From an optimization exercise on the open Yosys and OpenROAD flow, aimed at small area and a short achievable clock period; shortcuts taken in it are not production practice.
Function not checked in this run: the RTL went through the layout flow alone.

## flow/design.v

```verilog
module simple_ntt_core #(
  parameter int data_width      = 32,
  parameter int max_buffer_size = 4,
  parameter int modulus         = 3329,
  parameter int root            = 1729
) (
  input  logic                               clk,
  input  logic                               reset,
  input  logic [data_width-1:0]              input_buffer0,
  input  logic [data_width-1:0]              input_buffer1,
  input  logic [data_width-1:0]              input_buffer2,
  input  logic [data_width-1:0]              input_buffer3,
  input  logic [$clog2(max_buffer_size)-1:0] index,
  output logic [data_width-1:0]              output_buffer
);
  logic [19:0] rs;
  logic [19:0] rt;
  logic [1:0] k_r;
  logic v_r;
  wire k0x = index[0];
  wire x1 = input_buffer2[0] ^ k0x;
  wire x2 = input_buffer2[1] ^ k0x;
  wire x3 = input_buffer2[2] ^ k0x;
  wire x4 = input_buffer2[3] ^ k0x;
  wire x5 = input_buffer2[4] ^ k0x;
  wire x6 = input_buffer2[5] ^ k0x;
  wire x7 = input_buffer2[6] ^ k0x;
  wire x8 = input_buffer2[7] ^ k0x;
  wire x9 = input_buffer2[8] ^ k0x;
  wire x10 = input_buffer2[9] ^ k0x;
  wire x11 = input_buffer2[10] ^ k0x;
  wire x12 = input_buffer2[11] ^ k0x;
  wire x13 = input_buffer2[12] ^ k0x;
  wire x14 = input_buffer2[13] ^ k0x;
  wire x15 = input_buffer2[14] ^ k0x;
  wire x16 = input_buffer2[15] ^ k0x;
  wire x17 = input_buffer2[16] ^ k0x;
  wire x18 = input_buffer2[17] ^ k0x;
  wire x19 = input_buffer2[18] ^ k0x;
  wire x20 = input_buffer2[19] ^ k0x;
  wire x21 = input_buffer2[20] ^ k0x;
  wire x22 = input_buffer2[21] ^ k0x;
  wire x23 = input_buffer2[22] ^ k0x;
  wire x24 = input_buffer2[23] ^ k0x;
  wire x25 = input_buffer2[24] ^ k0x;
  wire x26 = input_buffer2[25] ^ k0x;
  wire x27 = input_buffer2[26] ^ k0x;
  wire x28 = input_buffer2[27] ^ k0x;
  wire x29 = input_buffer2[28] ^ k0x;
  wire x30 = input_buffer2[29] ^ k0x;
  wire x31 = input_buffer2[30] ^ k0x;
  wire x32 = input_buffer2[31] ^ k0x;
  wire s33, c33;
  ntt_ha u33 (.a(input_buffer0[10]), .b(x11), .s(s33), .co(c33));
  wire s34, c34;
  ntt_fa u34 (.a(input_buffer0[11]), .b(x12), .c(c33), .s(s34), .co(c34));
  wire s35, c35;
  ntt_fa u35 (.a(input_buffer0[12]), .b(x13), .c(c34), .s(s35), .co(c35));
  wire s36, c36;
  ntt_fa u36 (.a(input_buffer0[13]), .b(x14), .c(c35), .s(s36), .co(c36));
  wire s37, c37;
  ntt_fa u37 (.a(input_buffer0[14]), .b(x15), .c(c36), .s(s37), .co(c37));
  wire s38, c38;
  ntt_ha u38 (.a(input_buffer0[15]), .b(x16), .s(s38), .co(c38));
  wire s39, c39;
  ntt_fa u39 (.a(input_buffer0[16]), .b(x17), .c(c38), .s(s39), .co(c39));
  wire s40, c40;
  ntt_fa u40 (.a(input_buffer0[17]), .b(x18), .c(c39), .s(s40), .co(c40));
  wire s41, c41;
  ntt_fa u41 (.a(input_buffer0[18]), .b(x19), .c(c40), .s(s41), .co(c41));
  wire s42, c42;
  ntt_fa u42 (.a(input_buffer0[19]), .b(x20), .c(c41), .s(s42), .co(c42));
  wire s43, c43;
  ntt_ha u43 (.a(input_buffer0[20]), .b(x21), .s(s43), .co(c43));
  wire s44, c44;
  ntt_fa u44 (.a(input_buffer0[21]), .b(x22), .c(c43), .s(s44), .co(c44));
  wire s45, c45;
  ntt_fa u45 (.a(input_buffer0[22]), .b(x23), .c(c44), .s(s45), .co(c45));
  wire s46, c46;
  ntt_fa u46 (.a(input_buffer0[23]), .b(x24), .c(c45), .s(s46), .co(c46));
  wire s47, c47;
  ntt_fa u47 (.a(input_buffer0[24]), .b(x25), .c(c46), .s(s47), .co(c47));
  wire s48, c48;
  ntt_ha u48 (.a(input_buffer0[25]), .b(x26), .s(s48), .co(c48));
  wire s49, c49;
  ntt_fa u49 (.a(input_buffer0[26]), .b(x27), .c(c48), .s(s49), .co(c49));
  wire s50, c50;
  ntt_fa u50 (.a(input_buffer0[27]), .b(x28), .c(c49), .s(s50), .co(c50));
  wire s51, c51;
  ntt_fa u51 (.a(input_buffer0[28]), .b(x29), .c(c50), .s(s51), .co(c51));
  wire s52, c52;
  ntt_fa u52 (.a(input_buffer0[29]), .b(x30), .c(c51), .s(s52), .co(c52));
  wire s53, c53;
  ntt_ha u53 (.a(input_buffer0[30]), .b(x31), .s(s53), .co(c53));
  wire s54, c54;
  ntt_fa u54 (.a(input_buffer0[31]), .b(x32), .c(c53), .s(s54), .co(c54));
  wire s55, c55;
  ntt_fa u55 (.a(input_buffer0[0]), .b(k0x), .c(x1), .s(s55), .co(c55));
  wire s56, c56;
  ntt_fa u56 (.a(s43), .b(s55), .c(s49), .s(s56), .co(c56));
  wire i57 = ~s35;
  wire s58, c58;
  ntt_fa u58 (.a(i57), .b(s56), .c(s41), .s(s58), .co(c58));
  wire s59, c59;
  ntt_fa u59 (.a(c42), .b(s52), .c(s58), .s(s59), .co(c59));
  wire s60, c60;
  ntt_fa u60 (.a(input_buffer0[1]), .b(x2), .c(s53), .s(s60), .co(c60));
  wire s61, c61;
  ntt_fa u61 (.a(c55), .b(s44), .c(s60), .s(s61), .co(c61));
  wire i62 = ~s38;
  wire s63, c63;
  ntt_fa u63 (.a(i62), .b(s50), .c(c56), .s(s63), .co(c63));
  wire i64 = ~s36;
  wire s65, c65;
  ntt_fa u65 (.a(s61), .b(i64), .c(s63), .s(s65), .co(c65));
  wire s66, c66;
  ntt_fa u66 (.a(c52), .b(s42), .c(c58), .s(s66), .co(c66));
  wire s67, c67;
  ntt_fa u67 (.a(s65), .b(c59), .c(s66), .s(s67), .co(c67));
  wire s68, c68;
  ntt_fa u68 (.a(input_buffer0[2]), .b(x3), .c(s43), .s(s68), .co(c68));
  wire s69, c69;
  ntt_fa u69 (.a(s54), .b(c60), .c(s68), .s(s69), .co(c69));
  wire s70, c70;
  ntt_fa u70 (.a(s45), .b(c61), .c(s69), .s(s70), .co(c70));
  wire i71 = ~s39;
  wire s72, c72;
  ntt_fa u72 (.a(i71), .b(s51), .c(c63), .s(s72), .co(c72));
  wire s73, c73;
  ntt_fa u73 (.a(s70), .b(c42), .c(c65), .s(s73), .co(c73));
  wire i74 = ~s37;
  wire s75, c75;
  ntt_fa u75 (.a(i74), .b(s72), .c(c66), .s(s75), .co(c75));
  wire s76, c76;
  ntt_ha u76 (.a(s73), .b(c67), .s(s76), .co(c76));
  wire s77, c77;
  ntt_fa u77 (.a(input_buffer0[3]), .b(x4), .c(i62), .s(s77), .co(c77));
  wire s78, c78;
  ntt_fa u78 (.a(c54), .b(s44), .c(c68), .s(s78), .co(c78));
  wire s79, c79;
  ntt_fa u79 (.a(s77), .b(s78), .c(c69), .s(s79), .co(c79));
  wire s80, c80;
  ntt_fa u80 (.a(s46), .b(c70), .c(s79), .s(s80), .co(c80));
  wire i81 = ~s52;
  wire s82, c82;
  ntt_fa u82 (.a(s40), .b(c37), .c(i81), .s(s82), .co(c82));
  wire s83, c83;
  ntt_fa u83 (.a(c72), .b(s80), .c(c73), .s(s83), .co(c83));
  wire s84, c84;
  ntt_fa u84 (.a(c75), .b(s83), .c(c76), .s(s84), .co(c84));
  wire s85, c85;
  ntt_fa u85 (.a(input_buffer0[4]), .b(x5), .c(s53), .s(s85), .co(c85));
  wire s86, c86;
  ntt_fa u86 (.a(i71), .b(c77), .c(s85), .s(s86), .co(c86));
  wire s87, c87;
  ntt_fa u87 (.a(s45), .b(c78), .c(s86), .s(s87), .co(c87));
  wire s88, c88;
  ntt_fa u88 (.a(c79), .b(s87), .c(c52), .s(s88), .co(c88));
  wire i89 = ~s41;
  wire s90, c90;
  ntt_fa u90 (.a(i89), .b(s47), .c(c80), .s(s90), .co(c90));
  wire i91 = ~c82;
  wire s92, c92;
  ntt_fa u92 (.a(s88), .b(i91), .c(s90), .s(s92), .co(c92));
  wire s93, c93;
  ntt_ha u93 (.a(c83), .b(s92), .s(s93), .co(c93));
  wire s94, c94;
  ntt_fa u94 (.a(input_buffer0[5]), .b(x6), .c(s48), .s(s94), .co(c94));
  wire s95, c95;
  ntt_fa u95 (.a(s54), .b(c85), .c(s94), .s(s95), .co(c95));
  wire i96 = ~s40;
  wire s97, c97;
  ntt_fa u97 (.a(i96), .b(c86), .c(s95), .s(s97), .co(c97));
  wire s98, c98;
  ntt_fa u98 (.a(s46), .b(c87), .c(s97), .s(s98), .co(c98));
  wire s99, c99;
  ntt_fa u99 (.a(c47), .b(c88), .c(s98), .s(s99), .co(c99));
  wire i100 = ~s42;
  wire s101, c101;
  ntt_fa u101 (.a(i100), .b(c90), .c(s99), .s(s101), .co(c101));
  wire s102, c102;
  ntt_ha u102 (.a(c92), .b(s101), .s(s102), .co(c102));
  wire i103 = ~s43;
  wire s104, c104;
  ntt_fa u104 (.a(input_buffer0[6]), .b(x7), .c(i103), .s(s104), .co(c104));
  wire s105, c105;
  ntt_fa u105 (.a(c54), .b(s49), .c(c94), .s(s105), .co(c105));
  wire s106, c106;
  ntt_fa u106 (.a(s104), .b(s105), .c(c95), .s(s106), .co(c106));
  wire s107, c107;
  ntt_fa u107 (.a(i89), .b(c97), .c(s106), .s(s107), .co(c107));
  wire s108, c108;
  ntt_fa u108 (.a(s47), .b(c98), .c(s107), .s(s108), .co(c108));
  wire i109 = ~c42;
  wire s110, c110;
  ntt_fa u110 (.a(i109), .b(c99), .c(s108), .s(s110), .co(c110));
  wire s111, c111;
  ntt_ha u111 (.a(s110), .b(c101), .s(s111), .co(c111));
  wire s112, c112;
  ntt_fa u112 (.a(input_buffer0[7]), .b(x8), .c(s48), .s(s112), .co(c112));
  wire i113 = ~s44;
  wire s114, c114;
  ntt_fa u114 (.a(i113), .b(c104), .c(s112), .s(s114), .co(c114));
  wire s115, c115;
  ntt_fa u115 (.a(s50), .b(c105), .c(s114), .s(s115), .co(c115));
  wire s116, c116;
  ntt_fa u116 (.a(c106), .b(s115), .c(c47), .s(s116), .co(c116));
  wire s117, c117;
  ntt_fa u117 (.a(i100), .b(c107), .c(s116), .s(s117), .co(c117));
  wire s118, c118;
  ntt_fa u118 (.a(c108), .b(s117), .c(c110), .s(s118), .co(c118));
  wire s119, c119;
  ntt_fa u119 (.a(input_buffer0[8]), .b(x9), .c(c112), .s(s119), .co(c119));
  wire i120 = ~s119;
  wire s121, c121;
  ntt_fa u121 (.a(s35), .b(s45), .c(i120), .s(s121), .co(c121));
  wire s122, c122;
  ntt_fa u122 (.a(c114), .b(s41), .c(s51), .s(s122), .co(c122));
  wire s123, c123;
  ntt_fa u123 (.a(s121), .b(s37), .c(s52), .s(s123), .co(c123));
  wire s124, c124;
  ntt_fa u124 (.a(c115), .b(s122), .c(c116), .s(s124), .co(c124));
  wire i125 = ~s123;
  wire s126, c126;
  ntt_fa u126 (.a(i125), .b(c117), .c(s124), .s(s126), .co(c126));
  wire s127, c127;
  ntt_fa u127 (.a(input_buffer0[9]), .b(x10), .c(i62), .s(s127), .co(c127));
  wire i128 = ~s127;
  wire s129, c129;
  ntt_fa u129 (.a(s53), .b(s49), .c(i128), .s(s129), .co(c129));
  wire s130, c130;
  ntt_fa u130 (.a(s129), .b(s36), .c(s46), .s(s130), .co(c130));
  wire s131, c131;
  ntt_fa u131 (.a(c119), .b(s42), .c(c122), .s(s131), .co(c131));
  wire s132, c132;
  ntt_fa u132 (.a(c121), .b(c37), .c(c52), .s(s132), .co(c132));
  wire s133, c133;
  ntt_fa u133 (.a(s130), .b(c123), .c(s132), .s(s133), .co(c133));
  wire i134 = ~s133;
  wire s135, c135;
  ntt_fa u135 (.a(s131), .b(c124), .c(i134), .s(s135), .co(c135));
  wire i136 = ~s33;
  wire s137, c137;
  ntt_fa u137 (.a(i136), .b(s39), .c(s54), .s(s137), .co(c137));
  wire i138 = ~s50;
  wire s139, c139;
  ntt_fa u139 (.a(c127), .b(s35), .c(i138), .s(s139), .co(c139));
  wire s140, c140;
  ntt_fa u140 (.a(s137), .b(c129), .c(s41), .s(s140), .co(c140));
  wire s141, c141;
  ntt_fa u141 (.a(s47), .b(c130), .c(s140), .s(s141), .co(c141));
  wire i142 = ~c132;
  wire s143, c143;
  ntt_fa u143 (.a(s139), .b(i142), .c(c131), .s(s143), .co(c143));
  wire i144 = ~s143;
  wire s145, c145;
  ntt_fa u145 (.a(s141), .b(c133), .c(i144), .s(s145), .co(c145));
  wire i146 = ~s34;
  wire s147, c147;
  ntt_fa u147 (.a(s48), .b(c54), .c(i146), .s(s147), .co(c147));
  wire s148, c148;
  ntt_fa u148 (.a(s40), .b(c137), .c(s147), .s(s148), .co(c148));
  wire i149 = ~s51;
  wire s150, c150;
  ntt_fa u150 (.a(s36), .b(i149), .c(c139), .s(s150), .co(c150));
  wire s151, c151;
  ntt_fa u151 (.a(s148), .b(c47), .c(s42), .s(s151), .co(c151));
  wire s152, c152;
  ntt_fa u152 (.a(c140), .b(c141), .c(s151), .s(s152), .co(c152));
  wire i153 = ~s152;
  wire s154, c154;
  ntt_fa u154 (.a(s150), .b(c143), .c(i153), .s(s154), .co(c154));
  wire i155 = ~c150;
  wire s156, c156;
  ntt_fa u156 (.a(c147), .b(c148), .c(i155), .s(s156), .co(c156));
  wire s157, c157;
  ntt_fa u157 (.a(c151), .b(s156), .c(c152), .s(s157), .co(c157));
  wire s158 = s37 ^ s59;
  wire c159 = ~s37 & s59;
  wire i160 = ~c37;
  wire s161, c161;
  ntt_fa u161 (.a(i160), .b(s67), .c(c159), .s(s161), .co(c161));
  wire s162, c162;
  ntt_fa u162 (.a(s75), .b(s76), .c(c161), .s(s162), .co(c162));
  wire i163 = ~s82;
  wire s164, c164;
  ntt_fa u164 (.a(i163), .b(s84), .c(c162), .s(s164), .co(c164));
  wire s165, c165;
  ntt_ha u165 (.a(c84), .b(s93), .s(s165), .co(c165));
  wire s166, c166;
  ntt_fa u166 (.a(c93), .b(s102), .c(c165), .s(s166), .co(c166));
  wire s167, c167;
  ntt_ha u167 (.a(c102), .b(s111), .s(s167), .co(c167));
  wire s168, c168;
  ntt_fa u168 (.a(c111), .b(s118), .c(c167), .s(s168), .co(c168));
  wire s169, c169;
  ntt_ha u169 (.a(c118), .b(s126), .s(s169), .co(c169));
  wire s170, c170;
  ntt_fa u170 (.a(c126), .b(s135), .c(c169), .s(s170), .co(c170));
  wire s171 = c135 ^ s145;
  wire c172 = c135 & ~s145;
  wire i173 = ~c145;
  wire s174, c174;
  ntt_fa u174 (.a(i173), .b(s154), .c(c172), .s(s174), .co(c174));
  wire s175 = c154 ^ s157;
  wire c176 = c154 & ~s157;
  wire i177 = ~c176;
  wire s178, c178;
  ntt_fa u178 (.a(c156), .b(c157), .c(i177), .s(s178), .co(c178));
  wire x179 = input_buffer3[0] ^ k0x;
  wire x180 = input_buffer3[1] ^ k0x;
  wire x181 = input_buffer3[2] ^ k0x;
  wire x182 = input_buffer3[3] ^ k0x;
  wire x183 = input_buffer3[4] ^ k0x;
  wire x184 = input_buffer3[5] ^ k0x;
  wire x185 = input_buffer3[6] ^ k0x;
  wire x186 = input_buffer3[7] ^ k0x;
  wire x187 = input_buffer3[8] ^ k0x;
  wire x188 = input_buffer3[9] ^ k0x;
  wire x189 = input_buffer3[10] ^ k0x;
  wire x190 = input_buffer3[11] ^ k0x;
  wire x191 = input_buffer3[12] ^ k0x;
  wire x192 = input_buffer3[13] ^ k0x;
  wire x193 = input_buffer3[14] ^ k0x;
  wire x194 = input_buffer3[15] ^ k0x;
  wire x195 = input_buffer3[16] ^ k0x;
  wire x196 = input_buffer3[17] ^ k0x;
  wire x197 = input_buffer3[18] ^ k0x;
  wire x198 = input_buffer3[19] ^ k0x;
  wire x199 = input_buffer3[20] ^ k0x;
  wire x200 = input_buffer3[21] ^ k0x;
  wire x201 = input_buffer3[22] ^ k0x;
  wire x202 = input_buffer3[23] ^ k0x;
  wire x203 = input_buffer3[24] ^ k0x;
  wire x204 = input_buffer3[25] ^ k0x;
  wire x205 = input_buffer3[26] ^ k0x;
  wire x206 = input_buffer3[27] ^ k0x;
  wire x207 = input_buffer3[28] ^ k0x;
  wire x208 = input_buffer3[29] ^ k0x;
  wire x209 = input_buffer3[30] ^ k0x;
  wire x210 = input_buffer3[31] ^ k0x;
  wire s211, c211;
  ntt_ha u211 (.a(input_buffer1[10]), .b(x189), .s(s211), .co(c211));
  wire s212, c212;
  ntt_fa u212 (.a(input_buffer1[11]), .b(x190), .c(c211), .s(s212), .co(c212));
  wire s213, c213;
  ntt_fa u213 (.a(input_buffer1[12]), .b(x191), .c(c212), .s(s213), .co(c213));
  wire s214, c214;
  ntt_fa u214 (.a(input_buffer1[13]), .b(x192), .c(c213), .s(s214), .co(c214));
  wire s215, c215;
  ntt_fa u215 (.a(input_buffer1[14]), .b(x193), .c(c214), .s(s215), .co(c215));
  wire s216, c216;
  ntt_ha u216 (.a(input_buffer1[15]), .b(x194), .s(s216), .co(c216));
  wire s217, c217;
  ntt_fa u217 (.a(input_buffer1[16]), .b(x195), .c(c216), .s(s217), .co(c217));
  wire s218, c218;
  ntt_fa u218 (.a(input_buffer1[17]), .b(x196), .c(c217), .s(s218), .co(c218));
  wire s219, c219;
  ntt_fa u219 (.a(input_buffer1[18]), .b(x197), .c(c218), .s(s219), .co(c219));
  wire s220, c220;
  ntt_fa u220 (.a(input_buffer1[19]), .b(x198), .c(c219), .s(s220), .co(c220));
  wire s221, c221;
  ntt_ha u221 (.a(input_buffer1[20]), .b(x199), .s(s221), .co(c221));
  wire s222, c222;
  ntt_fa u222 (.a(input_buffer1[21]), .b(x200), .c(c221), .s(s222), .co(c222));
  wire s223, c223;
  ntt_fa u223 (.a(input_buffer1[22]), .b(x201), .c(c222), .s(s223), .co(c223));
  wire s224, c224;
  ntt_fa u224 (.a(input_buffer1[23]), .b(x202), .c(c223), .s(s224), .co(c224));
  wire s225, c225;
  ntt_fa u225 (.a(input_buffer1[24]), .b(x203), .c(c224), .s(s225), .co(c225));
  wire s226, c226;
  ntt_ha u226 (.a(input_buffer1[25]), .b(x204), .s(s226), .co(c226));
  wire s227, c227;
  ntt_fa u227 (.a(input_buffer1[26]), .b(x205), .c(c226), .s(s227), .co(c227));
  wire s228, c228;
  ntt_fa u228 (.a(input_buffer1[27]), .b(x206), .c(c227), .s(s228), .co(c228));
  wire s229, c229;
  ntt_fa u229 (.a(input_buffer1[28]), .b(x207), .c(c228), .s(s229), .co(c229));
  wire s230, c230;
  ntt_fa u230 (.a(input_buffer1[29]), .b(x208), .c(c229), .s(s230), .co(c230));
  wire s231, c231;
  ntt_ha u231 (.a(input_buffer1[30]), .b(x209), .s(s231), .co(c231));
  wire s232, c232;
  ntt_fa u232 (.a(input_buffer1[31]), .b(x210), .c(c231), .s(s232), .co(c232));
  wire s233, c233;
  ntt_fa u233 (.a(input_buffer1[0]), .b(k0x), .c(x179), .s(s233), .co(c233));
  wire s234, c234;
  ntt_fa u234 (.a(s221), .b(s233), .c(s227), .s(s234), .co(c234));
  wire i235 = ~s213;
  wire s236, c236;
  ntt_fa u236 (.a(i235), .b(s234), .c(s219), .s(s236), .co(c236));
  wire s237, c237;
  ntt_fa u237 (.a(c220), .b(s230), .c(s236), .s(s237), .co(c237));
  wire s238, c238;
  ntt_fa u238 (.a(input_buffer1[1]), .b(x180), .c(s231), .s(s238), .co(c238));
  wire s239, c239;
  ntt_fa u239 (.a(c233), .b(s222), .c(s238), .s(s239), .co(c239));
  wire i240 = ~s216;
  wire s241, c241;
  ntt_fa u241 (.a(i240), .b(s228), .c(c234), .s(s241), .co(c241));
  wire i242 = ~s214;
  wire s243, c243;
  ntt_fa u243 (.a(s239), .b(i242), .c(s241), .s(s243), .co(c243));
  wire s244, c244;
  ntt_fa u244 (.a(c230), .b(s220), .c(c236), .s(s244), .co(c244));
  wire s245, c245;
  ntt_fa u245 (.a(s243), .b(c237), .c(s244), .s(s245), .co(c245));
  wire s246, c246;
  ntt_fa u246 (.a(input_buffer1[2]), .b(x181), .c(s221), .s(s246), .co(c246));
  wire s247, c247;
  ntt_fa u247 (.a(s232), .b(c238), .c(s246), .s(s247), .co(c247));
  wire s248, c248;
  ntt_fa u248 (.a(s223), .b(c239), .c(s247), .s(s248), .co(c248));
  wire i249 = ~s217;
  wire s250, c250;
  ntt_fa u250 (.a(i249), .b(s229), .c(c241), .s(s250), .co(c250));
  wire s251, c251;
  ntt_fa u251 (.a(s248), .b(c220), .c(c243), .s(s251), .co(c251));
  wire i252 = ~s215;
  wire s253, c253;
  ntt_fa u253 (.a(i252), .b(s250), .c(c244), .s(s253), .co(c253));
  wire s254, c254;
  ntt_ha u254 (.a(s251), .b(c245), .s(s254), .co(c254));
  wire s255, c255;
  ntt_fa u255 (.a(input_buffer1[3]), .b(x182), .c(i240), .s(s255), .co(c255));
  wire s256, c256;
  ntt_fa u256 (.a(c232), .b(s222), .c(c246), .s(s256), .co(c256));
  wire s257, c257;
  ntt_fa u257 (.a(s255), .b(s256), .c(c247), .s(s257), .co(c257));
  wire s258, c258;
  ntt_fa u258 (.a(s224), .b(c248), .c(s257), .s(s258), .co(c258));
  wire i259 = ~s230;
  wire s260, c260;
  ntt_fa u260 (.a(s218), .b(c215), .c(i259), .s(s260), .co(c260));
  wire s261, c261;
  ntt_fa u261 (.a(c250), .b(s258), .c(c251), .s(s261), .co(c261));
  wire s262, c262;
  ntt_fa u262 (.a(c253), .b(s261), .c(c254), .s(s262), .co(c262));
  wire s263, c263;
  ntt_fa u263 (.a(input_buffer1[4]), .b(x183), .c(s231), .s(s263), .co(c263));
  wire s264, c264;
  ntt_fa u264 (.a(i249), .b(c255), .c(s263), .s(s264), .co(c264));
  wire s265, c265;
  ntt_fa u265 (.a(s223), .b(c256), .c(s264), .s(s265), .co(c265));
  wire s266, c266;
  ntt_fa u266 (.a(c257), .b(s265), .c(c230), .s(s266), .co(c266));
  wire i267 = ~s219;
  wire s268, c268;
  ntt_fa u268 (.a(i267), .b(s225), .c(c258), .s(s268), .co(c268));
  wire i269 = ~c260;
  wire s270, c270;
  ntt_fa u270 (.a(s266), .b(i269), .c(s268), .s(s270), .co(c270));
  wire s271, c271;
  ntt_ha u271 (.a(c261), .b(s270), .s(s271), .co(c271));
  wire s272, c272;
  ntt_fa u272 (.a(input_buffer1[5]), .b(x184), .c(s226), .s(s272), .co(c272));
  wire s273, c273;
  ntt_fa u273 (.a(s232), .b(c263), .c(s272), .s(s273), .co(c273));
  wire i274 = ~s218;
  wire s275, c275;
  ntt_fa u275 (.a(i274), .b(c264), .c(s273), .s(s275), .co(c275));
  wire s276, c276;
  ntt_fa u276 (.a(s224), .b(c265), .c(s275), .s(s276), .co(c276));
  wire s277, c277;
  ntt_fa u277 (.a(c225), .b(c266), .c(s276), .s(s277), .co(c277));
  wire i278 = ~s220;
  wire s279, c279;
  ntt_fa u279 (.a(i278), .b(c268), .c(s277), .s(s279), .co(c279));
  wire s280, c280;
  ntt_ha u280 (.a(c270), .b(s279), .s(s280), .co(c280));
  wire i281 = ~s221;
  wire s282, c282;
  ntt_fa u282 (.a(input_buffer1[6]), .b(x185), .c(i281), .s(s282), .co(c282));
  wire s283, c283;
  ntt_fa u283 (.a(c232), .b(s227), .c(c272), .s(s283), .co(c283));
  wire s284, c284;
  ntt_fa u284 (.a(s282), .b(s283), .c(c273), .s(s284), .co(c284));
  wire s285, c285;
  ntt_fa u285 (.a(i267), .b(c275), .c(s284), .s(s285), .co(c285));
  wire s286, c286;
  ntt_fa u286 (.a(s225), .b(c276), .c(s285), .s(s286), .co(c286));
  wire i287 = ~c220;
  wire s288, c288;
  ntt_fa u288 (.a(i287), .b(c277), .c(s286), .s(s288), .co(c288));
  wire s289, c289;
  ntt_ha u289 (.a(s288), .b(c279), .s(s289), .co(c289));
  wire s290, c290;
  ntt_fa u290 (.a(input_buffer1[7]), .b(x186), .c(s226), .s(s290), .co(c290));
  wire i291 = ~s222;
  wire s292, c292;
  ntt_fa u292 (.a(i291), .b(c282), .c(s290), .s(s292), .co(c292));
  wire s293, c293;
  ntt_fa u293 (.a(s228), .b(c283), .c(s292), .s(s293), .co(c293));
  wire s294, c294;
  ntt_fa u294 (.a(c284), .b(s293), .c(c225), .s(s294), .co(c294));
  wire s295, c295;
  ntt_fa u295 (.a(i278), .b(c285), .c(s294), .s(s295), .co(c295));
  wire s296, c296;
  ntt_fa u296 (.a(c286), .b(s295), .c(c288), .s(s296), .co(c296));
  wire s297, c297;
  ntt_fa u297 (.a(input_buffer1[8]), .b(x187), .c(c290), .s(s297), .co(c297));
  wire i298 = ~s297;
  wire s299, c299;
  ntt_fa u299 (.a(s213), .b(s223), .c(i298), .s(s299), .co(c299));
  wire s300, c300;
  ntt_fa u300 (.a(c292), .b(s219), .c(s229), .s(s300), .co(c300));
  wire s301, c301;
  ntt_fa u301 (.a(s299), .b(s215), .c(s230), .s(s301), .co(c301));
  wire s302, c302;
  ntt_fa u302 (.a(c293), .b(s300), .c(c294), .s(s302), .co(c302));
  wire i303 = ~s301;
  wire s304, c304;
  ntt_fa u304 (.a(i303), .b(c295), .c(s302), .s(s304), .co(c304));
  wire s305, c305;
  ntt_fa u305 (.a(input_buffer1[9]), .b(x188), .c(i240), .s(s305), .co(c305));
  wire i306 = ~s305;
  wire s307, c307;
  ntt_fa u307 (.a(s231), .b(s227), .c(i306), .s(s307), .co(c307));
  wire s308, c308;
  ntt_fa u308 (.a(s307), .b(s214), .c(s224), .s(s308), .co(c308));
  wire s309, c309;
  ntt_fa u309 (.a(c297), .b(s220), .c(c300), .s(s309), .co(c309));
  wire s310, c310;
  ntt_fa u310 (.a(c299), .b(c215), .c(c230), .s(s310), .co(c310));
  wire s311, c311;
  ntt_fa u311 (.a(s308), .b(c301), .c(s310), .s(s311), .co(c311));
  wire i312 = ~s311;
  wire s313, c313;
  ntt_fa u313 (.a(s309), .b(c302), .c(i312), .s(s313), .co(c313));
  wire i314 = ~s211;
  wire s315, c315;
  ntt_fa u315 (.a(i314), .b(s217), .c(s232), .s(s315), .co(c315));
  wire i316 = ~s228;
  wire s317, c317;
  ntt_fa u317 (.a(c305), .b(s213), .c(i316), .s(s317), .co(c317));
  wire s318, c318;
  ntt_fa u318 (.a(s315), .b(c307), .c(s219), .s(s318), .co(c318));
  wire s319, c319;
  ntt_fa u319 (.a(s225), .b(c308), .c(s318), .s(s319), .co(c319));
  wire i320 = ~c310;
  wire s321, c321;
  ntt_fa u321 (.a(s317), .b(i320), .c(c309), .s(s321), .co(c321));
  wire i322 = ~s321;
  wire s323, c323;
  ntt_fa u323 (.a(s319), .b(c311), .c(i322), .s(s323), .co(c323));
  wire i324 = ~s212;
  wire s325, c325;
  ntt_fa u325 (.a(s226), .b(c232), .c(i324), .s(s325), .co(c325));
  wire s326, c326;
  ntt_fa u326 (.a(s218), .b(c315), .c(s325), .s(s326), .co(c326));
  wire i327 = ~s229;
  wire s328, c328;
  ntt_fa u328 (.a(s214), .b(i327), .c(c317), .s(s328), .co(c328));
  wire s329, c329;
  ntt_fa u329 (.a(s326), .b(c225), .c(s220), .s(s329), .co(c329));
  wire s330, c330;
  ntt_fa u330 (.a(c318), .b(c319), .c(s329), .s(s330), .co(c330));
  wire i331 = ~s330;
  wire s332, c332;
  ntt_fa u332 (.a(s328), .b(c321), .c(i331), .s(s332), .co(c332));
  wire i333 = ~c328;
  wire s334, c334;
  ntt_fa u334 (.a(c325), .b(c326), .c(i333), .s(s334), .co(c334));
  wire s335, c335;
  ntt_fa u335 (.a(c329), .b(s334), .c(c330), .s(s335), .co(c335));
  wire s336 = s215 ^ s237;
  wire c337 = ~s215 & s237;
  wire i338 = ~c215;
  wire s339, c339;
  ntt_fa u339 (.a(i338), .b(s245), .c(c337), .s(s339), .co(c339));
  wire s340, c340;
  ntt_fa u340 (.a(s253), .b(s254), .c(c339), .s(s340), .co(c340));
  wire i341 = ~s260;
  wire s342, c342;
  ntt_fa u342 (.a(i341), .b(s262), .c(c340), .s(s342), .co(c342));
  wire s343, c343;
  ntt_ha u343 (.a(c262), .b(s271), .s(s343), .co(c343));
  wire s344, c344;
  ntt_fa u344 (.a(c271), .b(s280), .c(c343), .s(s344), .co(c344));
  wire s345, c345;
  ntt_ha u345 (.a(c280), .b(s289), .s(s345), .co(c345));
  wire s346, c346;
  ntt_fa u346 (.a(c289), .b(s296), .c(c345), .s(s346), .co(c346));
  wire s347, c347;
  ntt_ha u347 (.a(c296), .b(s304), .s(s347), .co(c347));
  wire s348, c348;
  ntt_fa u348 (.a(c304), .b(s313), .c(c347), .s(s348), .co(c348));
  wire s349 = c313 ^ s323;
  wire c350 = c313 & ~s323;
  wire i351 = ~c323;
  wire s352, c352;
  ntt_fa u352 (.a(i351), .b(s332), .c(c350), .s(s352), .co(c352));
  wire s353 = c332 ^ s335;
  wire c354 = c332 & ~s335;
  wire i355 = ~c354;
  wire s356, c356;
  ntt_fa u356 (.a(c334), .b(c335), .c(i355), .s(s356), .co(c356));
  always_ff @(posedge clk) begin
    rs <= {c178, s178, s175, c174, s174, s171, c170, s170, s169, c168, s168, s167, c166, s166, s165, c164, s164, s162, s161, s158};
    rt <= {c356, s356, s353, c352, s352, s349, c348, s348, s347, c346, s346, s345, c344, s344, s343, c342, s342, s340, s339, s336};
    k_r <= index;
  end
  always_ff @(posedge clk or posedge reset) begin
    if (reset) v_r <= 1'b0;
    else       v_r <= 1'b1;
  end
  wire m357 = (k_r[1] ? (k_r[0] ? ~rt[1] : rt[0]) : (k_r[0] ? rt[1] : ~rt[0]));
  wire m358 = (k_r[1] ? (k_r[0] ? rt[10] : ~rt[19]) : (k_r[0] ? ~rt[10] : rt[19]));
  wire m359 = (k_r[1] ? (k_r[0] ? rt[11] : 1'b0) : (k_r[0] ? ~rt[11] : 1'b0));
  wire m360 = (k_r[1] ? (k_r[0] ? ~rt[2] : ~rt[1]) : (k_r[0] ? rt[2] : rt[1]));
  wire m361 = (k_r[1] ? (k_r[0] ? rt[9] : ~rt[18]) : (k_r[0] ? ~rt[9] : rt[18]));
  wire m362 = (k_r[1] ? (k_r[0] ? rt[12] : 1'b0) : (k_r[0] ? ~rt[12] : 1'b0));
  wire m363 = (k_r[1] ? (k_r[0] ? rt[19] : 1'b0) : (k_r[0] ? ~rt[19] : 1'b0));
  wire m364 = (k_r[1] ? (k_r[0] ? ~rt[3] : ~rt[2]) : (k_r[0] ? rt[3] : rt[2]));
  wire m365 = (k_r[1] ? (k_r[0] ? rt[10] : ~rt[19]) : (k_r[0] ? ~rt[10] : rt[19]));
  wire m366 = (k_r[1] ? (k_r[0] ? rt[11] : 1'b0) : (k_r[0] ? ~rt[11] : 1'b0));
  wire m367 = (k_r[1] ? (k_r[0] ? rt[13] : 1'b0) : (k_r[0] ? ~rt[13] : 1'b0));
  wire m368 = (k_r[1] ? (k_r[0] ? ~rt[14] : 1'b0) : (k_r[0] ? rt[14] : 1'b0));
  wire m369 = (k_r[1] ? (k_r[0] ? ~rt[4] : ~rt[3]) : (k_r[0] ? rt[4] : rt[3]));
  wire m370 = (k_r[1] ? (k_r[0] ? ~rt[5] : 1'b0) : (k_r[0] ? rt[5] : 1'b0));
  wire m371 = (k_r[1] ? (k_r[0] ? rt[12] : 1'b0) : (k_r[0] ? ~rt[12] : 1'b0));
  wire m372 = (k_r[1] ? (k_r[0] ? rt[15] : 1'b0) : (k_r[0] ? ~rt[15] : 1'b0));
  wire m373 = (k_r[1] ? (k_r[0] ? ~rt[6] : ~rt[4]) : (k_r[0] ? rt[6] : rt[4]));
  wire m374 = (k_r[1] ? (k_r[0] ? rt[13] : ~rt[5]) : (k_r[0] ? ~rt[13] : rt[5]));
  wire m375 = (k_r[1] ? (k_r[0] ? ~rt[14] : 1'b0) : (k_r[0] ? rt[14] : 1'b0));
  wire m376 = (k_r[1] ? (k_r[0] ? rt[16] : 1'b0) : (k_r[0] ? ~rt[16] : 1'b0));
  wire m377 = (k_r[1] ? (k_r[0] ? ~rt[17] : 1'b0) : (k_r[0] ? rt[17] : 1'b0));
  wire m378 = (k_r[1] ? (k_r[0] ? ~rt[7] : ~rt[6]) : (k_r[0] ? rt[7] : rt[6]));
  wire m379 = (k_r[1] ? (k_r[0] ? ~rt[8] : 1'b0) : (k_r[0] ? rt[8] : 1'b0));
  wire m380 = (k_r[1] ? (k_r[0] ? rt[15] : 1'b0) : (k_r[0] ? ~rt[15] : 1'b0));
  wire m381 = (k_r[1] ? (k_r[0] ? ~rt[18] : 1'b0) : (k_r[0] ? rt[18] : 1'b0));
  wire m382 = (k_r[1] ? (k_r[0] ? ~rt[0] : ~rt[7]) : (k_r[0] ? rt[0] : rt[7]));
  wire m383 = (k_r[1] ? (k_r[0] ? ~rt[9] : ~rt[8]) : (k_r[0] ? rt[9] : rt[8]));
  wire m384 = (k_r[1] ? (k_r[0] ? rt[16] : 1'b0) : (k_r[0] ? ~rt[16] : 1'b0));
  wire m385 = (k_r[1] ? (k_r[0] ? ~rt[17] : 1'b0) : (k_r[0] ? rt[17] : 1'b0));
  wire m386 = (k_r[1] ? (k_r[0] ? ~rt[19] : 1'b0) : (k_r[0] ? rt[19] : 1'b0));
  wire m387 = (k_r[1] ? (k_r[0] ? ~rt[1] : ~rt[9]) : (k_r[0] ? rt[1] : rt[9]));
  wire m388 = (k_r[1] ? (k_r[0] ? rt[10] : 1'b0) : (k_r[0] ? ~rt[10] : 1'b0));
  wire m389 = (k_r[1] ? (k_r[0] ? rt[11] : 1'b0) : (k_r[0] ? ~rt[11] : 1'b0));
  wire m390 = (k_r[1] ? (k_r[0] ? ~rt[18] : 1'b0) : (k_r[0] ? rt[18] : 1'b0));
  wire m391 = (k_r[1] ? (k_r[0] ? rt[19] : ~rt[19]) : (k_r[0] ? ~rt[19] : rt[19]));
  wire m392 = (k_r[1] ? (k_r[0] ? ~rt[2] : ~rt[10]) : (k_r[0] ? rt[2] : rt[10]));
  wire m393 = (k_r[1] ? (k_r[0] ? rt[12] : ~rt[11]) : (k_r[0] ? ~rt[12] : rt[11]));
  wire m394 = (k_r[1] ? (k_r[0] ? rt[0] : ~rt[12]) : (k_r[0] ? ~rt[0] : rt[12]));
  wire m395 = (k_r[1] ? (k_r[0] ? ~rt[3] : ~rt[18]) : (k_r[0] ? rt[3] : rt[18]));
  wire m396 = (k_r[1] ? (k_r[0] ? rt[9] : 1'b0) : (k_r[0] ? ~rt[9] : 1'b0));
  wire m397 = (k_r[1] ? (k_r[0] ? rt[13] : 1'b0) : (k_r[0] ? ~rt[13] : 1'b0));
  wire m398 = (k_r[1] ? (k_r[0] ? ~rt[14] : 1'b0) : (k_r[0] ? rt[14] : 1'b0));
  wire m399 = (k_r[1] ? (k_r[0] ? ~rt[4] : ~rt[13]) : (k_r[0] ? rt[4] : rt[13]));
  wire m400 = (k_r[1] ? (k_r[0] ? ~rt[5] : rt[14]) : (k_r[0] ? rt[5] : ~rt[14]));
  wire m401 = (k_r[1] ? (k_r[0] ? rt[15] : 1'b0) : (k_r[0] ? ~rt[15] : 1'b0));
  wire m402 = (k_r[1] ? (k_r[0] ? ~rt[0] : ~rt[15]) : (k_r[0] ? rt[0] : rt[15]));
  wire m403 = (k_r[1] ? (k_r[0] ? ~rt[6] : rt[18]) : (k_r[0] ? rt[6] : ~rt[18]));
  wire m404 = (k_r[1] ? (k_r[0] ? ~rt[9] : 1'b0) : (k_r[0] ? rt[9] : 1'b0));
  wire m405 = (k_r[1] ? (k_r[0] ? rt[16] : 1'b0) : (k_r[0] ? ~rt[16] : 1'b0));
  wire m406 = (k_r[1] ? (k_r[0] ? ~rt[17] : 1'b0) : (k_r[0] ? rt[17] : 1'b0));
  wire m407 = (k_r[1] ? (k_r[0] ? ~rt[19] : 1'b0) : (k_r[0] ? rt[19] : 1'b0));
  wire m408 = (k_r[1] ? (k_r[0] ? ~rt[7] : ~rt[16]) : (k_r[0] ? rt[7] : rt[16]));
  wire m409 = (k_r[1] ? (k_r[0] ? ~rt[8] : rt[17]) : (k_r[0] ? rt[8] : ~rt[17]));
  wire m410 = (k_r[1] ? (k_r[0] ? ~rt[18] : 1'b0) : (k_r[0] ? rt[18] : 1'b0));
  wire kc411 = (k_r[1] ? (k_r[0] ? 1'b0 : 1'b0) : (k_r[0] ? 1'b1 : 1'b1));
  wire kc412 = (k_r[1] ? (k_r[0] ? 1'b0 : 1'b0) : (k_r[0] ? 1'b1 : 1'b0));
  wire kc413 = (k_r[1] ? (k_r[0] ? 1'b1 : 1'b0) : (k_r[0] ? 1'b1 : 1'b0));
  wire kc414 = (k_r[1] ? (k_r[0] ? 1'b0 : 1'b1) : (k_r[0] ? 1'b1 : 1'b1));
  wire kc415 = (k_r[1] ? (k_r[0] ? 1'b0 : 1'b1) : (k_r[0] ? 1'b0 : 1'b1));
  wire kc416 = (k_r[1] ? (k_r[0] ? 1'b0 : 1'b0) : (k_r[0] ? 1'b0 : 1'b1));
  wire kc417 = (k_r[1] ? (k_r[0] ? 1'b0 : 1'b1) : (k_r[0] ? 1'b1 : 1'b0));
  wire kc418 = (k_r[1] ? (k_r[0] ? 1'b0 : 1'b1) : (k_r[0] ? 1'b1 : 1'b0));
  wire kc419 = (k_r[1] ? (k_r[0] ? 1'b0 : 1'b0) : (k_r[0] ? 1'b1 : 1'b0));
  wire kc420 = (k_r[1] ? (k_r[0] ? 1'b0 : 1'b1) : (k_r[0] ? 1'b1 : 1'b1));
  wire i421 = ~rs[0];
  wire s422, c422;
  ntt_fa u422 (.a(i421), .b(rs[19]), .c(kc411), .s(s422), .co(c422));
  wire s423, c423;
  ntt_fa u423 (.a(m357), .b(m358), .c(m359), .s(s423), .co(c423));
  wire s424, c424;
  ntt_fa u424 (.a(rs[1]), .b(rs[18]), .c(kc412), .s(s424), .co(c424));
  wire s425, c425;
  ntt_fa u425 (.a(m360), .b(m361), .c(m362), .s(s425), .co(c425));
  wire s426, c426;
  ntt_fa u426 (.a(m363), .b(c422), .c(s424), .s(s426), .co(c426));
  wire s427, c427;
  ntt_ha u427 (.a(c423), .b(s425), .s(s427), .co(c427));
  wire s428, c428;
  ntt_fa u428 (.a(rs[2]), .b(rs[19]), .c(kc413), .s(s428), .co(c428));
  wire s429, c429;
  ntt_fa u429 (.a(m364), .b(m365), .c(m366), .s(s429), .co(c429));
  wire s430, c430;
  ntt_fa u430 (.a(m367), .b(m368), .c(c424), .s(s430), .co(c430));
  wire s431, c431;
  ntt_fa u431 (.a(s428), .b(c425), .c(s429), .s(s431), .co(c431));
  wire s432, c432;
  ntt_fa u432 (.a(c427), .b(c426), .c(s430), .s(s432), .co(c432));
  wire s433, c433;
  ntt_fa u433 (.a(rs[3]), .b(m369), .c(m370), .s(s433), .co(c433));
  wire s434, c434;
  ntt_fa u434 (.a(m371), .b(m372), .c(c428), .s(s434), .co(c434));
  wire s435, c435;
  ntt_fa u435 (.a(c429), .b(s433), .c(c430), .s(s435), .co(c435));
  wire s436, c436;
  ntt_fa u436 (.a(s434), .b(c431), .c(c432), .s(s436), .co(c436));
  wire s437, c437;
  ntt_fa u437 (.a(rs[4]), .b(rs[5]), .c(kc414), .s(s437), .co(c437));
  wire s438, c438;
  ntt_fa u438 (.a(m373), .b(m374), .c(m375), .s(s438), .co(c438));
  wire s439, c439;
  ntt_fa u439 (.a(m376), .b(m377), .c(s437), .s(s439), .co(c439));
  wire s440, c440;
  ntt_fa u440 (.a(c433), .b(s438), .c(c434), .s(s440), .co(c440));
  wire s441, c441;
  ntt_fa u441 (.a(s439), .b(c435), .c(s440), .s(s441), .co(c441));
  wire s442, c442;
  ntt_fa u442 (.a(rs[6]), .b(kc415), .c(m378), .s(s442), .co(c442));
  wire s443, c443;
  ntt_fa u443 (.a(m379), .b(m380), .c(m381), .s(s443), .co(c443));
  wire s444, c444;
  ntt_fa u444 (.a(c437), .b(c438), .c(s442), .s(s444), .co(c444));
  wire s445, c445;
  ntt_fa u445 (.a(s443), .b(c439), .c(s444), .s(s445), .co(c445));
  wire s446, c446;
  ntt_ha u446 (.a(c440), .b(s445), .s(s446), .co(c446));
  wire s447, c447;
  ntt_fa u447 (.a(rs[7]), .b(rs[8]), .c(kc416), .s(s447), .co(c447));
  wire s448, c448;
  ntt_fa u448 (.a(m382), .b(m383), .c(m384), .s(s448), .co(c448));
  wire s449, c449;
  ntt_fa u449 (.a(m385), .b(m386), .c(s447), .s(s449), .co(c449));
  wire s450, c450;
  ntt_fa u450 (.a(c442), .b(c443), .c(s448), .s(s450), .co(c450));
  wire s451, c451;
  ntt_fa u451 (.a(s449), .b(c444), .c(s450), .s(s451), .co(c451));
  wire s452, c452;
  ntt_ha u452 (.a(c445), .b(s451), .s(s452), .co(c452));
  wire s453, c453;
  ntt_fa u453 (.a(rs[9]), .b(kc417), .c(m387), .s(s453), .co(c453));
  wire s454, c454;
  ntt_fa u454 (.a(m388), .b(m389), .c(m390), .s(s454), .co(c454));
  wire s455, c455;
  ntt_fa u455 (.a(c447), .b(c448), .c(s453), .s(s455), .co(c455));
  wire s456, c456;
  ntt_fa u456 (.a(s454), .b(c449), .c(c450), .s(s456), .co(c456));
  wire s457, c457;
  ntt_fa u457 (.a(s455), .b(s456), .c(c451), .s(s457), .co(c457));
  wire s458, c458;
  ntt_fa u458 (.a(rs[10]), .b(rs[11]), .c(rs[19]), .s(s458), .co(c458));
  wire s459, c459;
  ntt_fa u459 (.a(kc418), .b(m391), .c(m392), .s(s459), .co(c459));
  wire s460, c460;
  ntt_fa u460 (.a(m393), .b(s458), .c(c453), .s(s460), .co(c460));
  wire s461, c461;
  ntt_fa u461 (.a(c454), .b(s459), .c(c455), .s(s461), .co(c461));
  wire s462, c462;
  ntt_fa u462 (.a(s460), .b(c456), .c(s461), .s(s462), .co(c462));
  wire s463, c463;
  ntt_fa u463 (.a(rs[12]), .b(rs[18]), .c(kc419), .s(s463), .co(c463));
  wire s464, c464;
  ntt_fa u464 (.a(c458), .b(m394), .c(m395), .s(s464), .co(c464));
  wire s465, c465;
  ntt_fa u465 (.a(m396), .b(m397), .c(m398), .s(s465), .co(c465));
  wire s466, c466;
  ntt_fa u466 (.a(s463), .b(c459), .c(s464), .s(s466), .co(c466));
  wire s467, c467;
  ntt_fa u467 (.a(s465), .b(c460), .c(s466), .s(s467), .co(c467));
  wire s468, c468;
  ntt_ha u468 (.a(c461), .b(s467), .s(s468), .co(c468));
  wire s469 = rs[13] ^ ~rs[14];
  wire c470 = rs[13] | ~rs[14];
  wire s471, c471;
  ntt_fa u471 (.a(m399), .b(m400), .c(m401), .s(s471), .co(c471));
  wire s472, c472;
  ntt_fa u472 (.a(c463), .b(c464), .c(c465), .s(s472), .co(c472));
  wire s473, c473;
  ntt_fa u473 (.a(s471), .b(c466), .c(s472), .s(s473), .co(c473));
  wire i474 = ~s469;
  wire s475, c475;
  ntt_fa u475 (.a(i474), .b(s473), .c(c467), .s(s475), .co(c475));
  wire s476, c476;
  ntt_fa u476 (.a(rs[15]), .b(c470), .c(kc420), .s(s476), .co(c476));
  wire s477, c477;
  ntt_fa u477 (.a(m402), .b(m403), .c(m404), .s(s477), .co(c477));
  wire s478, c478;
  ntt_fa u478 (.a(m405), .b(m406), .c(m407), .s(s478), .co(c478));
  wire s479, c479;
  ntt_fa u479 (.a(s476), .b(c471), .c(s477), .s(s479), .co(c479));
  wire i480 = ~rs[18];
  wire s481, c481;
  ntt_fa u481 (.a(i480), .b(s478), .c(c472), .s(s481), .co(c481));
  wire s482, c482;
  ntt_fa u482 (.a(s479), .b(c473), .c(s481), .s(s482), .co(c482));
  wire s483, c483;
  ntt_fa u483 (.a(rs[16]), .b(m408), .c(m409), .s(s483), .co(c483));
  wire i484 = ~rs[17];
  wire s485, c485;
  ntt_fa u485 (.a(i484), .b(m410), .c(c476), .s(s485), .co(c485));
  wire s486, c486;
  ntt_fa u486 (.a(c477), .b(c478), .c(s483), .s(s486), .co(c486));
  wire s487, c487;
  ntt_fa u487 (.a(s485), .b(c479), .c(s486), .s(s487), .co(c487));
  wire s488, c488;
  ntt_ha u488 (.a(c481), .b(s487), .s(s488), .co(c488));
  wire s489, c489;
  ntt_fa u489 (.a(c483), .b(c485), .c(c486), .s(s489), .co(c489));
  wire s490, c490;
  ntt_ha u490 (.a(s489), .b(c487), .s(s490), .co(c490));
  wire s491, c491;
  ntt_ha u491 (.a(s422), .b(s423), .s(s491), .co(c491));
  wire s492, c492;
  ntt_fa u492 (.a(s426), .b(s427), .c(c491), .s(s492), .co(c492));
  wire s493, c493;
  ntt_fa u493 (.a(s431), .b(s432), .c(c492), .s(s493), .co(c493));
  wire s494, c494;
  ntt_fa u494 (.a(s435), .b(s436), .c(c493), .s(s494), .co(c494));
  wire s495, c495;
  ntt_fa u495 (.a(c436), .b(s441), .c(c494), .s(s495), .co(c495));
  wire s496, c496;
  ntt_fa u496 (.a(c441), .b(s446), .c(c495), .s(s496), .co(c496));
  wire s497, c497;
  ntt_fa u497 (.a(c446), .b(s452), .c(c496), .s(s497), .co(c497));
  wire s498, c498;
  ntt_fa u498 (.a(c452), .b(s457), .c(c497), .s(s498), .co(c498));
  wire s499, c499;
  ntt_fa u499 (.a(c457), .b(s462), .c(c498), .s(s499), .co(c499));
  wire s500, c500;
  ntt_fa u500 (.a(c462), .b(s468), .c(c499), .s(s500), .co(c500));
  wire s501, c501;
  ntt_fa u501 (.a(c468), .b(s475), .c(c500), .s(s501), .co(c501));
  wire s502, c502;
  ntt_fa u502 (.a(c475), .b(s482), .c(c501), .s(s502), .co(c502));
  wire s503, c503;
  ntt_fa u503 (.a(c482), .b(s488), .c(c502), .s(s503), .co(c503));
  wire s504, c504;
  ntt_fa u504 (.a(c488), .b(s490), .c(c503), .s(s504), .co(c504));
  wire s505, c505;
  ntt_fa u505 (.a(c489), .b(c490), .c(c504), .s(s505), .co(c505));
  wire [4:0] hv506 = {c505, s505, s504, s503, s502};
  logic [11:0] tv;
  always_comb begin
    case (hv506)
      5'd0: tv = 12'd0;
      5'd1: tv = 12'd2048;
      5'd2: tv = 12'd767;
      5'd3: tv = 12'd2815;
      5'd4: tv = 12'd1534;
      5'd5: tv = 12'd253;
      5'd6: tv = 12'd2301;
      5'd7: tv = 12'd1020;
      5'd8: tv = 12'd3068;
      5'd9: tv = 12'd1787;
      5'd10: tv = 12'd506;
      5'd11: tv = 12'd2554;
      5'd12: tv = 12'd1273;
      5'd13: tv = 12'd3321;
      5'd14: tv = 12'd2040;
      5'd15: tv = 12'd759;
      5'd16: tv = 12'd2807;
      5'd17: tv = 12'd1526;
      5'd18: tv = 12'd245;
      5'd19: tv = 12'd2293;
      5'd20: tv = 12'd1012;
      5'd21: tv = 12'd3060;
      5'd22: tv = 12'd1779;
      5'd23: tv = 12'd498;
      5'd24: tv = 12'd2546;
      5'd25: tv = 12'd1265;
      default: tv = 12'd0;
    endcase
  end
  wire s507, c507;
  ntt_ha u507 (.a(s491), .b(tv[0]), .s(s507), .co(c507));
  wire s508, c508;
  ntt_fa u508 (.a(s492), .b(tv[1]), .c(c507), .s(s508), .co(c508));
  wire s509, c509;
  ntt_fa u509 (.a(s493), .b(tv[2]), .c(c508), .s(s509), .co(c509));
  wire s510, c510;
  ntt_fa u510 (.a(s494), .b(tv[3]), .c(c509), .s(s510), .co(c510));
  wire s511, c511;
  ntt_fa u511 (.a(s495), .b(tv[4]), .c(c510), .s(s511), .co(c511));
  wire s512, c512;
  ntt_fa u512 (.a(s496), .b(tv[5]), .c(c511), .s(s512), .co(c512));
  wire s513, c513;
  ntt_fa u513 (.a(s497), .b(tv[6]), .c(c512), .s(s513), .co(c513));
  wire s514, c514;
  ntt_fa u514 (.a(s498), .b(tv[7]), .c(c513), .s(s514), .co(c514));
  wire s515, c515;
  ntt_fa u515 (.a(s499), .b(tv[8]), .c(c514), .s(s515), .co(c515));
  wire s516, c516;
  ntt_fa u516 (.a(s500), .b(tv[9]), .c(c515), .s(s516), .co(c516));
  wire s517, c517;
  ntt_fa u517 (.a(s501), .b(tv[10]), .c(c516), .s(s517), .co(c517));
  wire s518, c518;
  ntt_ha u518 (.a(tv[11]), .b(c517), .s(s518), .co(c518));
  wire [12:0] y519 = {c518, s518, s517, s516, s515, s514, s513, s512, s511, s510, s509, s508, s507};
  wire [13:0] yq = {1'b0, y519} - 14'd3329;
  wire [11:0] res = yq[13] ? y519[11:0] : yq[11:0];
  logic [11:0] out_r;
  always_ff @(posedge clk or posedge reset) begin
    if (reset) out_r <= 12'd0;
    else       out_r <= res & {12{v_r}};
  end
  assign output_buffer = {20'd0, out_r};
endmodule
module ntt_fa (input logic a, input logic b, input logic c, output logic s, output logic co);
  assign s  = a ^ b ^ c;
  assign co = (a & b) | (a & c) | (b & c);
endmodule
module ntt_ha (input logic a, input logic b, output logic s, output logic co);
  assign s  = a ^ b;
  assign co = a & b;
endmodule
```

## flow/flow/run.sh

```bash
#!/bin/bash
# The standard layout (standard.sh), except that the port buffers are
# made from the smallest buffer cell and the constant outputs share one tie cell.
export BUFFER_PORTS_ARGS="-buffer_cell sky130_fd_sc_hd__buf_1"
export SKIP_REPAIR_TIE_FANOUT=1
bash standard.sh > standard.log 2>&1
```

## flow/standard.sh

```bash
#!/bin/bash
# synth_recipe.tcl (not shown) runs the flow's synth.tcl, then flattens the netlist and writes it again
# the make line also repeats each setting of config.mk as NAME=value (left out here)
make -C /OpenROAD-flow-scripts/flow DESIGN_CONFIG=/design/flow/config.mk WORK_HOME=/design/flow/orfs CLKGATE_MAP_FILE= SYNTH_SCRIPT=/design/flow/synth_recipe.tcl "${@:-finish}"
```

## flow/config.mk

```make
export PLATFORM = sky130hd
export DESIGN_NAME = simple_ntt_core
export DESIGN_NICKNAME = simple_ntt_core
export VERILOG_FILES = /design/flow/design.v
export SDC_FILE = /design/flow/constraint.sdc
export NUM_CORES = 4
export LEC_CHECK = 0
export CAP_MARGIN = 20
export CORE_MARGIN = 2
export CORE_UTILIZATION = 65
export CTS_BUF_LIST = sky130_fd_sc_hd__clkbuf_8
export PLACE_DENSITY = 0.75
export SLEW_MARGIN = 70
export SYNTH_HIERARCHICAL = 1
export SYNTH_MINIMUM_KEEP_SIZE = 0
```

## flow/constraint.sdc

```tcl
create_clock -name core_clock -period 55.0 [get_ports {clk}]
set_input_delay 11.0000 -clock core_clock [delete_from_list [all_inputs] [get_ports {clk}]]
set_output_delay 11.0000 -clock core_clock [all_outputs]
set_load 0.01 [all_outputs]
```

==> metrics.cfg <==
[setup_path]
crit_top_cell=fa_1
worstSetupPathType=input pin to flop
crit_chain=clkbuf_4 > buf_8 > buf_12 > xor2_1 > ha_1 > fa_1 > fa_1 > fa_1 > fa_1 > fa_1 > fa_1 > fa_1 > fa_1 > fa_1
crit_arrival_ns=16.07
critPathMaxStageDelay_ns=0.64
cp-end-kind=flop
slowest_stage=fa_1
critPathRequiredTime_ns=55.19
cp-start-kind=input pin
path_max_fanout=36

[clock_network]
path_clk_slew_ns=0.09
clk_latency_ns=0.31
cts_setup_buffers=0
clockRootBuffer=clkbuf_8
clock_sinks=55
cts_tree=built
clk_path_buf_depth=2
cts_resized=0
cts_max_level=2
postCtsHoldBufs=0
cts_buffers=5

[global_route]
grt_max_degree=37
antenna_found_initial=0
grt_use_total_pct=27.7
grt_overflow=0
grt_pass1_vias=6744
grt_pass1_wl_microns=33900

[floorplan]
pin_count=164
die_y_microns=127
die_w_microns=127
die-area_sq_mm=0.0161
rows=44
core_area_sq_mm=0.0146
start_util_pct=67.2

[layout]
fin_area_sq_mm=0.0106
seqCellArea_sq_mm=0.00117
fin_util_pct=72.1
n_fill_cell=1009
drive_gt1_share_pct=3.89
fin_cells=1058
multi_input_area_sq_mm=0.00812
layout.nets=1340
areaGrowthSynthToFinish_pct=7.26
insertedDiodeCount=0

[sta]
rsz0062_at_grt=false
clock_skew_ns=0.00545
final.setup.tns_ns=0
hold_violations=0
final.min_clock_period_ns=15.89
fin_ws_ns=39.11
fmax_ghz=0.0629
hold_slack_ns=0.685
setup_viol=0
maxSlewViolCount=0
fin_crit_sh_pct=28.9

[placed_design]
dp.cells=1050
gp_congestion=0.970
dp_hpwl_microns=19100
place_ws_ns=38.77
numPortBuffers=143
placement.cell_area_sq_mm=0.0104

[synthesis]
synth-main-ff-cell=dfxtp_1
async_reset_ff_share_pct=23.6
synth_seq_area_share_pct=11.9
synth_edf_count=0
syn_avg_cell_area_sq_um=12.9
synthCells=762
synth_seq_cells=55
ys_warn_count=7
syn-num-nets=1229
synth_cell_types=50
netlist_area_sq_mm=0.00984

[detailed_routing]
drt_wl_total_microns=20400
wl_per_cell_microns=19.3
first_pass_iters=7
initialDrtViolationCount=303
avgViaCountPerCell=5.38
ant_nets=0
num_vias=5696
drc=0

[worst_hold_path]
hold_class=flop to flop

[flow_run]
cap_violations=0

[outcome]
status=complete, no violations

Yosys stat by module, one instance, submodules excluded:
module,cells inside,flip-flops and latches
simple_ntt_core,449,55
ntt_fa,1,0
ntt_ha,1,0
synthesized netlist by cell type (all sizes together), types with 3 or more instances:
master  number  area (sq um)
nand2b       3          18.8
o21ai       21           113
nor4         4          46.3
dfrtp       13           325
dfxtp       42           841
xnor2       33           289
mux2i       14           140
a21oi       13          76.3
nand3        3          15.0
o211ai       3          22.5
inv         89           334
buf         29           195
fa         280          5610
ha          55           688
xor2        70           613
and2         5          31.3
nor2        24          97.6
nand2       15          56.3
clkbuf      14          52.6
a21boi       6          45.0
sequential cells by signal, indices dropped and copies added (netlist names):
name,count
rs,20
rt,20
out_r,12
k_r,2
v_r,1
worst max-delay path, delay by kind of cell:
kind / cells / cell delay [ns]
adder cells (fa/ha/maj): 10 / 4.27
buffers and inverters: 3 / 0.65
XOR/XNOR: 1 / 0.12
cells in the final DEF, fill, tap and decap left out, drive strengths merged, types with 2 or more instances in the layout:
cell type,netlist,routed
nand2b,3,3
ha,55,55
a31oi,2,2
xor2,70,70
a21oi,13,13
or4b,2,2
o21ai,21,21
mux2i,14,14
dfxtp,42,42
fa,280,280
nor2,24,24
conb,2,2
xnor2,33,33
nand2,15,15
nor4,4,4
clkbuf,14,6
a21boi,6,6
o211ai,3,3
and2,5,5
nand3,3,3
mux4,2,2
buf,29,146
inv,89,90
dfrtp,13,13
mux2,2,2
clkinv,1,3
worst paths after layout:
kind / startpoint / endpoint / slack [ns] / depth (start not counted)
setup / recovery: index[0] / rs[3] / 39.11 / 14
hold / removal: v_r / out_r[6] / 0.68 / 1
setup reg to reg: k_r[0] / out_r[10] / 40.27 / 39
hold reg to reg: v_r / out_r[6] / 0.68 / 1
max in group asynchronous: reset / v_r / 44.19 / 2
min in group asynchronous: reset / out_r[2] / 10.59 / 2
final cells by class:
| cell class | instances | area share, % |
|---|---|---|
| timing repair buffer | 147 | 5.79 |
| multi-input combinational | 574 | 76.9 |
| sequential | 55 | 11.1 |
| inverter | 90 | 3.21 |
| tap | 184 | 2.18 |
| clock inverter | 3 | 0.119 |
| clock buffer | 5 | 0.652 |
layer usage:
layer	share of wire [%]	track usage, %
met1	41	36.6
met2	52	49.1
met3	4.8	3.81
met4	2.2	7.18
met5	0	0
cells by family (layout without fill, tap and decap cells):
logic type	after synthesis	count (layout)	share of synthesized area [%]
AOI/OAI and AO/OA	55	55	3.61
xor gates and xnor gates	103	103	9.17
adders and majority gates	335	335	64.0
buffers and inverters	133	245	5.95
DFF	55	55	11.9
muxes	18	18	2.11
other	2	2	0.0763
and+or+nand+nor	61	61	3.24

## separate check: timing with driven ports
How much do the figures lean on ideal ports? The routed layout below was timed once more, with nothing changed but the port constraints. Step 1 assumes that a clkbuf_16 drives the clock port and a buf_2 every other input. Step 2 adds t to the input delays and takes it off the output delays; t is the mean of the earliest and latest rising clock arrival at the registers after step 1. Input paths then give back, and output paths get back, about the clock's delay inside the block. Slacks: no drivers / after step 1 / after step 2; pairs: no drivers / after step 1.
shift t [ns]: 0.342
slack for setup (ns): 39.114 / 39.125 / 38.783
worst register clock-pin slew, ns: 0.09 / 0.09
cell pins on the clock port's net: 1
After both steps this run still meets setup and hold. For this run, drivers alone change the setup slack by +0.011 ns; drivers and shift together by -0.331 ns.
